This is an optimization exercise on Yosys and OpenROAD, whose aim is small area, not a production implementation.
At most, simulation tests tie the RTL to the original design; equivalence was not proved.
Power figures rest on the tool's default switching activity, not on a simulated workload.

garnet:
==> module oled_snake_top, before the edit <==
module oled_snake_top #(
	parameter int unsigned vdd_wait  = 50,
	parameter int unsigned res_low   = 40,
	parameter int unsigned vbat_wait = 60,
	parameter int unsigned frame_gap = 200
) (
	input  logic clk,
	input  logic rstn,
	input  logic display,
	input  logic mv_l,
	input  logic mv_r,
	input  logic mv_u,
	input  logic mv_d,
	output logic oled_res,
	output logic oled_dc,
	output logic oled_sclk,
	output logic oled_sdin,
	output logic oled_vbat,
	output logic oled_vdd,
	output logic ready
);
	localparam logic [2:0] S_VDD  = 3'd0;
	localparam logic [2:0] S_CMD  = 3'd1;	 
	localparam logic [2:0] S_RES  = 3'd2;
	localparam logic [2:0] S_VBAT = 3'd3;
	localparam logic [2:0] S_GAP  = 3'd4;
	localparam logic [2:0] S_SNK  = 3'd5;	 
	localparam logic [2:0] S_PLC  = 3'd6;	 
	localparam logic [2:0] S_DATA = 3'd7;
	localparam logic [95:0] INIT_CMDS = {
		8'hAE, 8'h8D, 8'h14, 8'hD9, 8'hF1, 8'h81,
		8'h0F, 8'hA0, 8'hC0, 8'hDA, 8'h00, 8'hAF
	};
	logic [4:0] btn_sync, rel_n;
	logic [1:0] dir_e, dir;
	logic       tog, game_on, game_on_q, place_pend, shown;
	logic [2:0] st;
	logic [5:0] P;
	logic [6:0] col;
	logic [1:0] page;
	logic [7:0] dbyte;	 
	wire  [3:0] K = dbyte[3:0];
	logic [4:0] wrow;
	logic [6:0] wcol;
	logic [1:0] M [0:8];
	assign rel_n = btn_sync & ~{display, mv_d, mv_u, mv_l, mv_r};
	wire slot     = (st == S_CMD) || (st == S_DATA);
	wire counting = (st == S_GAP) || (st == S_SNK) || (st == S_PLC) || (st == S_DATA);
	wire at_r     = (st == S_GAP) && {page, col, P} == {2'd0, 7'd3, 6'd8};
	wire do_place = at_r && place_pend;
	wire do_move  = at_r && !place_pend && game_on && shown;
	wire walk     = (st == S_DATA) && (P[5:4] == 2'b01) && (P[3:0] <= 4'd9);
	wire [3:0] s  = P[3:0];
	wire wmove    = (st == S_DATA) && P[4] && (P[3:0] <= 4'd8);
	wire wshift   = (st == S_DATA) && P == 6'd25;
	logic [7:0] cbyte;
	always_comb begin
		if (!ready)
			cbyte = INIT_CMDS[8*(11-int'(K)) +: 8];
		else case (K[2:0])
			3'd2:    cbyte = 8'h20;
			3'd3:    cbyte = 8'h10;
			3'd4:    cbyte = 8'h22;
			3'd5:    cbyte = {6'd0, page};
			3'd6:    cbyte = 8'h00;
			default: cbyte = 8'h10;
		endcase
	end
	wire [2:0] bidx  = 3'd6 - P[4:2];	 
	wire       nbit  = (st == S_DATA) ? dbyte[bidx] : cbyte[bidx];
	wire       fall  = slot && P[1:0] == 2'b00 && P >= 6'd28 && P <= 6'd56;
	assign oled_sclk = !(slot && P >= 6'd29 && P <= 6'd58 && (P[0] ^ P[1]));
	assign oled_res  = !(st == S_RES && P >= 6'd10 && P <= 6'd48);
	logic [1:0] md;
	logic       minv;
	always_comb begin
		md   = wshift ? 2'd1 : M[8];
		minv = wmove && P[5];
	end
	wire mneg = md[0] ^ minv;
	always_ff @(posedge clk) begin
		if (do_place) begin
			wrow <= 5'd0;
			wcol <= 7'd0;
		end else if (do_move || wmove || wshift) begin
			if (md[1])
				wrow <= mneg ? wrow - 5'd1 : wrow + 5'd1;
			else
				wcol <= mneg ? wcol - 7'd1 : wcol + 7'd1;
		end
		if (do_move || wmove || st == S_PLC) begin
			M[0] <= (st == S_PLC) ? 2'd0 : wmove ? M[8] : dir;
			for (int i = 1; i < 9; i++)
				M[i] <= M[i-1];
		end
		if (walk)
			dbyte[7:4] <= nbyte[7:4];
	end
	logic [7:0] nbyte;
	always_comb
		for (int b = 0; b < 8; b++)
			nbyte[b] = (dbyte[b] && s != 4'd0) ||
				(shown && wrow[4:3] == page && wcol == 7'd0 && wrow[2:0] == 3'(b));
	always_ff @(posedge clk or negedge rstn) begin
		if (!rstn) begin
			btn_sync   <= '0;
			dir_e      <= 2'd0;
			dir        <= 2'd0;
			tog        <= 1'b0;
			game_on    <= 1'b0;
			game_on_q  <= 1'b0;
			place_pend <= 1'b0;
			shown      <= 1'b0;
			st         <= S_VDD;
			P          <= 6'd39;
			col        <= '0;
			page       <= '0;
			dbyte[3:0] <= '0;
			ready      <= 1'b0;
			oled_vdd   <= 1'b1;
			oled_vbat  <= 1'b1;
			oled_dc    <= 1'b0;
			oled_sdin  <= 1'b1;
		end else begin
			btn_sync <= {display, mv_d, mv_u, mv_l, mv_r};
			if (rel_n[0])
				dir_e <= 2'd0;
			else if (rel_n[1])
				dir_e <= 2'd1;
			else if (rel_n[2])
				dir_e <= 2'd3;
			else if (rel_n[3])
				dir_e <= 2'd2;
			dir <= dir_e;
			tog <= rel_n[4];
			if (tog)
				game_on <= ~game_on;
			game_on_q <= game_on;
			oled_vdd <= 1'b0;
			if (st == S_VBAT)
				oled_vbat <= 1'b0;
			if (slot && P == 6'd26)
				oled_dc <= (st == S_DATA);
			if (fall)
				oled_sdin <= nbit;
			P <= P + 6'd1;
			if (counting && P == 6'd63)
				{page, col} <= {page, col} + 9'd1;
			case (st)
			S_VDD, S_VBAT:
				if (P == 6'd24)
					st <= S_CMD;
			S_RES:	 
				if (P == 6'd63)
					st <= S_VDD;
			S_CMD: if (P == 6'd63) begin
				P <= 6'd25;
				dbyte[3:0] <= K + 4'd1;
				if (ready) begin
					if (K[2:0] == 3'd7) begin
						st <= S_DATA;
						P  <= 6'd16;
					end
				end else if (K == 4'd0) begin
					st <= S_RES;
					P  <= 6'd9;
				end else if (K == 4'd4) begin
					st <= S_VBAT;
					P  <= 6'd29;
				end else if (K == 4'd11) begin
					st    <= S_GAP;
					ready <= 1'b1;
					P     <= 6'd0;
				end
			end
			S_GAP: if (at_r) begin
				st   <= place_pend ? S_PLC : S_SNK;
				page <= 2'd3;
				col  <= 7'd64;
				if (place_pend || (game_on && shown))
					P <= 6'd4;
				else if (shown)
					P <= 6'd14;
				else
					P <= 6'd24;
				if (place_pend) begin
					place_pend <= 1'b0;
					shown      <= 1'b1;
				end
			end
			S_SNK, S_PLC: if ({page, col, P} == {2'd0, 7'd0, 6'd24}) begin
				st <= S_CMD;
				dbyte[3:0] <= 4'd2;
			end
			default: if (P == 6'd63) begin	 
				P <= 6'd16;
				if (col == 7'd127) begin
					if (page == 2'd3) begin
						st <= S_GAP;
						P  <= 6'd0;
					end else begin
						st <= S_CMD;
						dbyte[3:0] <= 4'd4;
						P  <= 6'd25;
					end
				end
			end
			endcase
			if (game_on && !game_on_q)
				place_pend <= 1'b1;
			if (walk)
				dbyte[3:0] <= nbyte[3:0];
		end
	end
endmodule
==> flow/config.mk <==
export PLATFORM = sky130hd
export DESIGN_NAME = oled_snake_top
export DESIGN_NICKNAME = oled_snake_top
export VERILOG_FILES = /design/flow/design.v
export SDC_FILE = /design/flow/constraint.sdc
export NUM_CORES = 4
export LEC_CHECK = 0
export ABC_AREA = 1
export CAP_MARGIN = 20
export CORE_MARGIN = 2
export CORE_UTILIZATION = 40
export SLEW_MARGIN = 20
==> flow/constraint.sdc <==
create_clock -name core_clock -period 25.0 [get_ports {clk}]
set_input_delay 5.0000 -clock core_clock [delete_from_list [all_inputs] [get_ports {clk}]]
set_output_delay 5.0000 -clock core_clock [all_outputs]
set_load 0.01 [all_outputs]
standard.sh (not shown) runs the stock make flow with config.mk's settings and CLKGATE_MAP_FILE= SYNTH_SCRIPT=/design/flow/synth_recipe.tcl, a recipe that flattens the netlist after the stock synthesis.
==> flow/flow/run.sh <==
#!/bin/bash
# The standard layout with two changes: the port buffers are the smallest
# buffer, and the clock tree is built from clkbuf_16 in large sink clusters
# without dummy loads. Each make and OpenROAD step keeps its full log under
# orfs/logs; make's own output goes to make.log here.
set -euo pipefail
export BUFFER_PORTS_ARGS="-buffer_cell sky130_fd_sc_hd__buf_1"
export CTS_ARGS="-sink_clustering_enable -repair_clock_nets -buf_list sky130_fd_sc_hd__clkbuf_16 -sink_clustering_size 100 -sink_clustering_max_diameter 500 -dont_use_dummy_load"
bash standard.sh > make.log 2>&1
Changes in cedar relative to garnet:
--- a/flow/design.v
+++ b/flow/design.v
@@ -73,25 +73,25 @@
 	localparam logic [2:0] S_PLC  = 3'd6;	 
 	localparam logic [2:0] S_DATA = 3'd7;
 	localparam logic [95:0] INIT_CMDS = {
 		8'hAE, 8'h8D, 8'h14, 8'hD9, 8'hF1, 8'h81,
 		8'h0F, 8'hA0, 8'hC0, 8'hDA, 8'h00, 8'hAF
 	};
-	logic [4:0] btn_sync, rel_n;
-	logic [1:0] dir_e, dir;
-	logic       tog, game_on, game_on_q, place_pend, shown;
+	logic [4:0] btn_sync, btn_prev, released;
+	logic [1:0] dir;
+	logic       game_on, game_on_q, place_pend, shown;
 	logic [2:0] st;
 	logic [5:0] P;
 	logic [6:0] col;
 	logic [1:0] page;
-	logic [7:0] dbyte;	 
-	wire  [3:0] K = dbyte[3:0];
+	logic [3:0] K;
+	logic [7:0] dbyte;
 	logic [4:0] wrow;
 	logic [6:0] wcol;
 	logic [1:0] M [0:8];
-	assign rel_n = btn_sync & ~{display, mv_d, mv_u, mv_l, mv_r};
+	assign released = btn_prev & ~btn_sync;
 	wire slot     = (st == S_CMD) || (st == S_DATA);
 	wire counting = (st == S_GAP) || (st == S_SNK) || (st == S_PLC) || (st == S_DATA);
 	wire at_r     = (st == S_GAP) && {page, col, P} == {2'd0, 7'd3, 6'd8};
 	wire do_place = at_r && place_pend;
 	wire do_move  = at_r && !place_pend && game_on && shown;
 	wire walk     = (st == S_DATA) && (P[5:4] == 2'b01) && (P[3:0] <= 4'd9);
@@ -135,53 +135,49 @@
 		end
 		if (do_move || wmove || st == S_PLC) begin
 			M[0] <= (st == S_PLC) ? 2'd0 : wmove ? M[8] : dir;
 			for (int i = 1; i < 9; i++)
 				M[i] <= M[i-1];
 		end
-		if (walk)
-			dbyte[7:4] <= nbyte[7:4];
-	end
-	logic [7:0] nbyte;
-	always_comb
-		for (int b = 0; b < 8; b++)
-			nbyte[b] = (dbyte[b] && s != 4'd0) ||
-				(shown && wrow[4:3] == page && wcol == 7'd0 && wrow[2:0] == 3'(b));
+		if (walk) begin
+			for (int b = 0; b < 8; b++)
+				dbyte[b] <= (dbyte[b] && s != 4'd0) ||
+					(shown && wrow[4:3] == page && wcol == 7'd0 && wrow[2:0] == 3'(b));
+		end
+	end
 	always_ff @(posedge clk or negedge rstn) begin
 		if (!rstn) begin
 			btn_sync   <= '0;
-			dir_e      <= 2'd0;
+			btn_prev   <= '0;
 			dir        <= 2'd0;
-			tog        <= 1'b0;
 			game_on    <= 1'b0;
 			game_on_q  <= 1'b0;
 			place_pend <= 1'b0;
 			shown      <= 1'b0;
 			st         <= S_VDD;
 			P          <= 6'd39;
 			col        <= '0;
 			page       <= '0;
-			dbyte[3:0] <= '0;
+			K          <= '0;
 			ready      <= 1'b0;
 			oled_vdd   <= 1'b1;
 			oled_vbat  <= 1'b1;
 			oled_dc    <= 1'b0;
 			oled_sdin  <= 1'b1;
 		end else begin
 			btn_sync <= {display, mv_d, mv_u, mv_l, mv_r};
-			if (rel_n[0])
-				dir_e <= 2'd0;
-			else if (rel_n[1])
-				dir_e <= 2'd1;
-			else if (rel_n[2])
-				dir_e <= 2'd3;
-			else if (rel_n[3])
-				dir_e <= 2'd2;
-			dir <= dir_e;
-			tog <= rel_n[4];
-			if (tog)
+			btn_prev <= btn_sync;
+			if (released[0])
+				dir <= 2'd0;
+			else if (released[1])
+				dir <= 2'd1;
+			else if (released[2])
+				dir <= 2'd3;
+			else if (released[3])
+				dir <= 2'd2;
+			if (released[4])
 				game_on <= ~game_on;
 			game_on_q <= game_on;
 			oled_vdd <= 1'b0;
 			if (st == S_VBAT)
 				oled_vbat <= 1'b0;
 			if (slot && P == 6'd26)
@@ -197,13 +193,13 @@
 					st <= S_CMD;
 			S_RES:	 
 				if (P == 6'd63)
 					st <= S_VDD;
 			S_CMD: if (P == 6'd63) begin
 				P <= 6'd25;
-				dbyte[3:0] <= K + 4'd1;
+				K <= K + 4'd1;
 				if (ready) begin
 					if (K[2:0] == 3'd7) begin
 						st <= S_DATA;
 						P  <= 6'd16;
 					end
 				end else if (K == 4'd0) begin
@@ -232,29 +228,27 @@
 					place_pend <= 1'b0;
 					shown      <= 1'b1;
 				end
 			end
 			S_SNK, S_PLC: if ({page, col, P} == {2'd0, 7'd0, 6'd24}) begin
 				st <= S_CMD;
-				dbyte[3:0] <= 4'd2;
+				K  <= 4'd2;
 			end
 			default: if (P == 6'd63) begin	 
 				P <= 6'd16;
 				if (col == 7'd127) begin
 					if (page == 2'd3) begin
 						st <= S_GAP;
 						P  <= 6'd0;
 					end else begin
 						st <= S_CMD;
-						dbyte[3:0] <= 4'd4;
+						K  <= 4'd4;
 						P  <= 6'd25;
 					end
 				end
 			end
 			endcase
 			if (game_on && !game_on_q)
 				place_pend <= 1'b1;
-			if (walk)
-				dbyte[3:0] <= nbyte[3:0];
 		end
 	end
 endmodule
[summary]
Xor/xnor cell area share of the yosys netlist delta (cedar -> garnet): insignificant. Compared to garnet, cedar has clock tree skew after final layout 3.4 ps higher. Between cedar and garnet, it is cedar whose maximum resistive drop on vdd is higher, by 0.0035 mV. The final reports for cedar and garnet show via density per instance lower in the former. Diff garnet and cedar: setup slack higher in cedar. Summary: with garnet as the reference, routed wirelength normalized by instance count in cedar moved down slightly. Compared with garnet, cedar shows placer congestion estimate that has gone up slightly. Summary — area taken by flip-flops and latches, cedar relative to garnet: higher, by 8.8%. Sequential share of layout area: cedar vs garnet up 1.8 points. Between garnet and cedar, the flow reports vertical die dimension increasing slightly. Sort garnet and cedar by power, descending, and cedar comes first.
No functional check of the RTL was part of cedar.

## port drivers added, routing unchanged
The results above use ideal ports. As a check the final layouts listed here were re-extracted and re-timed, cells and wires unchanged. Step 1 assumes that a clkbuf_16 drives the clock port and a buf_2 every other input. Step 2 times the ports against the registers' clock, not the clock port: input delays grow and output delays shrink by t, the midpoint of the rising clock arrivals with the driver on. Slacks: no drivers / after step 1 / after step 2; pairs: no drivers / after step 1.
| run | t (ns) | setup slack, ns | hold slack, ns |
|---|---|---|---|
| garnet | 0.362 | 17.822 / 17.787 / 18.149 | 0.376 / 0.376 / 0.376 |
| cedar | 0.373 | 17.855 / 17.818 / 18.191 | 0.373 / 0.373 / 0.373 |
After both steps setup and hold are still met in every run listed.
